Background: an optimization exercise with open tools, aiming at small area, a short achievable clock period and few clock cycles per item. Do not read the settings as production practice. Where RTL was checked, it was by simulation tests only, not by an equivalence proof against the original. No activity file was given, so power comes from the tool's default toggle rates.

Settings: LEC_CHECK=0, CAP_MARGIN=20, CORE_MARGIN=2, CORE_UTILIZATION=55, CTS_BUF_LIST=sky130_fd_sc_hd__clkbuf_8 sky130_fd_sc_hd__clkbuf_16, CTS_CLUSTER_DIAMETER=80, CTS_CLUSTER_SIZE=24, SETUP_SLACK_MARGIN=2.4, SLEW_MARGIN=20; clock period 5.0 ns.
run.sh (not shown) runs the stock make flow with config.mk's settings and CLKGATE_MAP_FILE= SYNTH_SCRIPT=/design/flow/synth_recipe.tcl, a recipe that flattens the netlist after the stock synthesis.
Testbench counts at the start, summed over its fixed seeds: cycles 4,936, items 4,800.
Rerun with:
--- a/flow/design.v
+++ b/flow/design.v
@@ -4,9 +4,9 @@
     localparam int ID_W       = 8;
     localparam int SLOT_W     = 4;
     localparam logic [DATA_W-1:0] MAX_SEG_RESET = 16'd64;
     localparam logic [16:0] DIV_REGPOS = 17'b1_1111_1111_1111_1000;
-    localparam logic [16:0] DIV_COPYPOS = 17'b0_0001_0010_0100_1000;
+    localparam logic [16:0] DIV_COPYPOS = 17'b0_0001_0001_0000_1000;
 endpackage
 module sat_div_step #(
     parameter int STEP = 0
 ) (
The new run completed without violations.
Sequential power stays flat.
Utilization is about the same.
Clock skew is about the same.
Cell area is about the same.
Total power decreases by 0.54%.
Synthesized area is about the same.
Global-route usage went up by 0.12 points.
Fmax went up by 11%.
Testbench counts after the change, summed over its fixed seeds: cycles 4,936, items 4,800.

---

## before
segment_address_translation_core, a different RTL version from the one above (not shown whole).
For scale: about 4200 cells after synthesis, ~1600 flip-flops.
Settings: LEC_CHECK=0, CAP_MARGIN=20, CORE_MARGIN=2, CORE_UTILIZATION=55, CTS_BUF_LIST=sky130_fd_sc_hd__clkbuf_4 sky130_fd_sc_hd__clkbuf_8, SETUP_SLACK_MARGIN=1.9, SLEW_MARGIN=20; clock period 5.0 ns.
Testbench counts of before, summed over its fixed seeds: cycles 4,928, items 4,800.
Input-level comparison between after and before:
--- a/flow/design.v
+++ b/flow/design.v
@@ -4,9 +4,9 @@
     localparam int ID_W       = 8;
     localparam int SLOT_W     = 4;
     localparam logic [DATA_W-1:0] MAX_SEG_RESET = 16'd64;
     localparam logic [16:0] DIV_REGPOS = 17'b0_1111_1111_1111_1000;
-    localparam logic [16:0] DIV_COPYPOS = 17'b0_1010_1010_1010_1000;
+    localparam logic [16:0] DIV_COPYPOS = 17'b0_0001_0010_0100_1000;
 endpackage
 module sat_div_step #(
     parameter int STEP = 0
 ) (
--- outcome ---
- after closes out successfully: all stages finished, all timing, DRC and antenna checks passed.
- Relative to before, cell area after technology mapping has gone down in after.
- Taking before as the reference, in after power density of the placed cells fell by 1.7%; number of gates resized after CTS went up; routed length on met1 fell 1.9 mm.
- Going from before to after, final critical-path required period grows by 0.029 ns.
- Relative to before, cell count after placement has decreased by about 1.9% in after.
- Diff before -> after: power now sits lower, utilization saw an increase, number of clock buffers in the layout has decreased, filler cell count in the final layout fell by 178.
- before was routed with more vias than after.
- Changes observed in after relative to before: global-route usage now sits at about the same level; relative contribution of combinational cells to total power now sits higher; wire length reported by the detailed router now sits lower.
The RTL of after was laid out without a check of its function.

--- another note on this design; it stands on its own ---

// segment_address_translation_core
module segment_address_translation_core (
    input  logic                         i_clk,
    input  logic                         i_rst_n,
    input  logic                         i_cfg_valid,
    output logic                         o_cfg_ready,
    input  logic [sat_pkg::DATA_W-1:0]   i_cfg_data,
    input  logic                         i_valid,
    output logic                         o_ready,
    input  logic                         i_action,
    input  logic [sat_pkg::DATA_W-1:0]   i_logical_address,
    input  logic [sat_pkg::DATA_W-1:0]   i_byte_count,
    input  logic [sat_pkg::SLOT_W-1:0]   i_entry_slot,
    input  logic [sat_pkg::ID_W-1:0]     i_entry_id,
    input  logic [sat_pkg::DATA_W-1:0]   i_entry_base,
    input  logic [sat_pkg::DATA_W-1:0]   i_entry_size,
    input  logic                         i_entry_valid,
    output logic                         o_valid,
    input  logic                         i_ready,
    output logic [sat_pkg::DATA_W-1:0]   o_physical_address,
    output logic                         o_fault,
    output logic [sat_pkg::DATA_W-1:0]   o_segment_number,
    output logic [sat_pkg::DATA_W-1:0]   o_offset
);
Size: ~4200 cells after synthesis, roughly 1600 flip-flops, ~66000 um^2 of cells after synthesis.
Settings: LEC_CHECK=0, CAP_MARGIN=20, CORE_MARGIN=2, CORE_UTILIZATION=40, CTS_BUF_LIST=sky130_fd_sc_hd__clkbuf_8, SETUP_SLACK_MARGIN=2.3, SLEW_MARGIN=20; clock period 5.0 ns.
run.sh (not shown) runs the stock make flow with config.mk's settings and CLKGATE_MAP_FILE= SYNTH_SCRIPT=/design/flow/synth_recipe.tcl, a recipe that flattens the netlist after the stock synthesis.
Testbench counts at the start, summed over its fixed seeds: cycles 4,928, items 4,800.
Edit:
--- a/flow/config.mk
+++ b/flow/config.mk
@@ -9,5 +9,5 @@
 export CORE_MARGIN = 2
 export CORE_UTILIZATION = 40
-export CTS_BUF_LIST = sky130_fd_sc_hd__clkbuf_8
-export SETUP_SLACK_MARGIN = 2.3
+export CTS_BUF_LIST = sky130_fd_sc_hd__clkbuf_4 sky130_fd_sc_hd__clkbuf_8
+export SETUP_SLACK_MARGIN = 1.9
 export SLEW_MARGIN = 20
Outcome: Worst hold slack loses 0.024 ns; design area fell by about 3.7%; final cell count goes down by about 2.6%; core utilization is lower by 1.8 points; wire length shrinks by 4.5%; combinational power falls by 20%.
Edit:
--- a/flow/config.mk
+++ b/flow/config.mk
@@ -9,5 +9,4 @@
 export CORE_MARGIN = 2
 export CORE_UTILIZATION = 40
-export CTS_BUF_LIST = sky130_fd_sc_hd__clkbuf_4 sky130_fd_sc_hd__clkbuf_8
-export SETUP_SLACK_MARGIN = 1.9
+export SETUP_SLACK_MARGIN = 2.3
 export SLEW_MARGIN = 20
What happened: The changed run produced a clean layout. Hold slack gets better by 0.029 ns. Routed wire length grows by 3.0%. Clock power is about the same. Clock skew went down by 0.025 ns. Cell area rose by 3.8%. Flip-flop and latch count is unchanged. Synthesized cell count is unchanged. Setup slack hardly moves.

[re-timing with driven ports]
The flow's constraints put no driver on any port. The routed layouts listed below were extracted and timed again, unchanged, in two steps.
Step 1: set_driving_cell puts a clkbuf_16 on i_clk and a buf_2 on each other input, an assumption about the parent block.
Step 2 also shifts input and output timing later by t, the mid clock arrival at the registers, as if the neighbouring blocks saw the same clock.
Three values: no drivers, after step 1, after step 2; two values: the first two.
run	shift t [ns]	slack for setup (ns)	slew at the worst register clock pin (ns)
the first run of note 1	0.746	1.995 / 1.995 / 1.388	0.10 / 0.10
the second run of note 1	0.754	2.299 / 2.299 / 1.597	0.10 / 0.10
before	0.995	1.833 / 1.833 / 0.946	0.06 / 0.06
after	0.958	1.804 / 1.804 / 1.155	0.07 / 0.07
the first run of note 3	1.037	1.791 / 1.791 / 1.411	0.07 / 0.07
the second run of note 3	1.006	1.844 / 1.844 / 1.167	0.07 / 0.07
the third run of note 3	0.848	1.846 / 1.846 / 1.423	0.07 / 0.07
After both steps setup and hold are still met in every run listed. For before, which loses most, drivers alone change the setup slack by 0.000 ns; drivers and shift together by -0.887 ns.
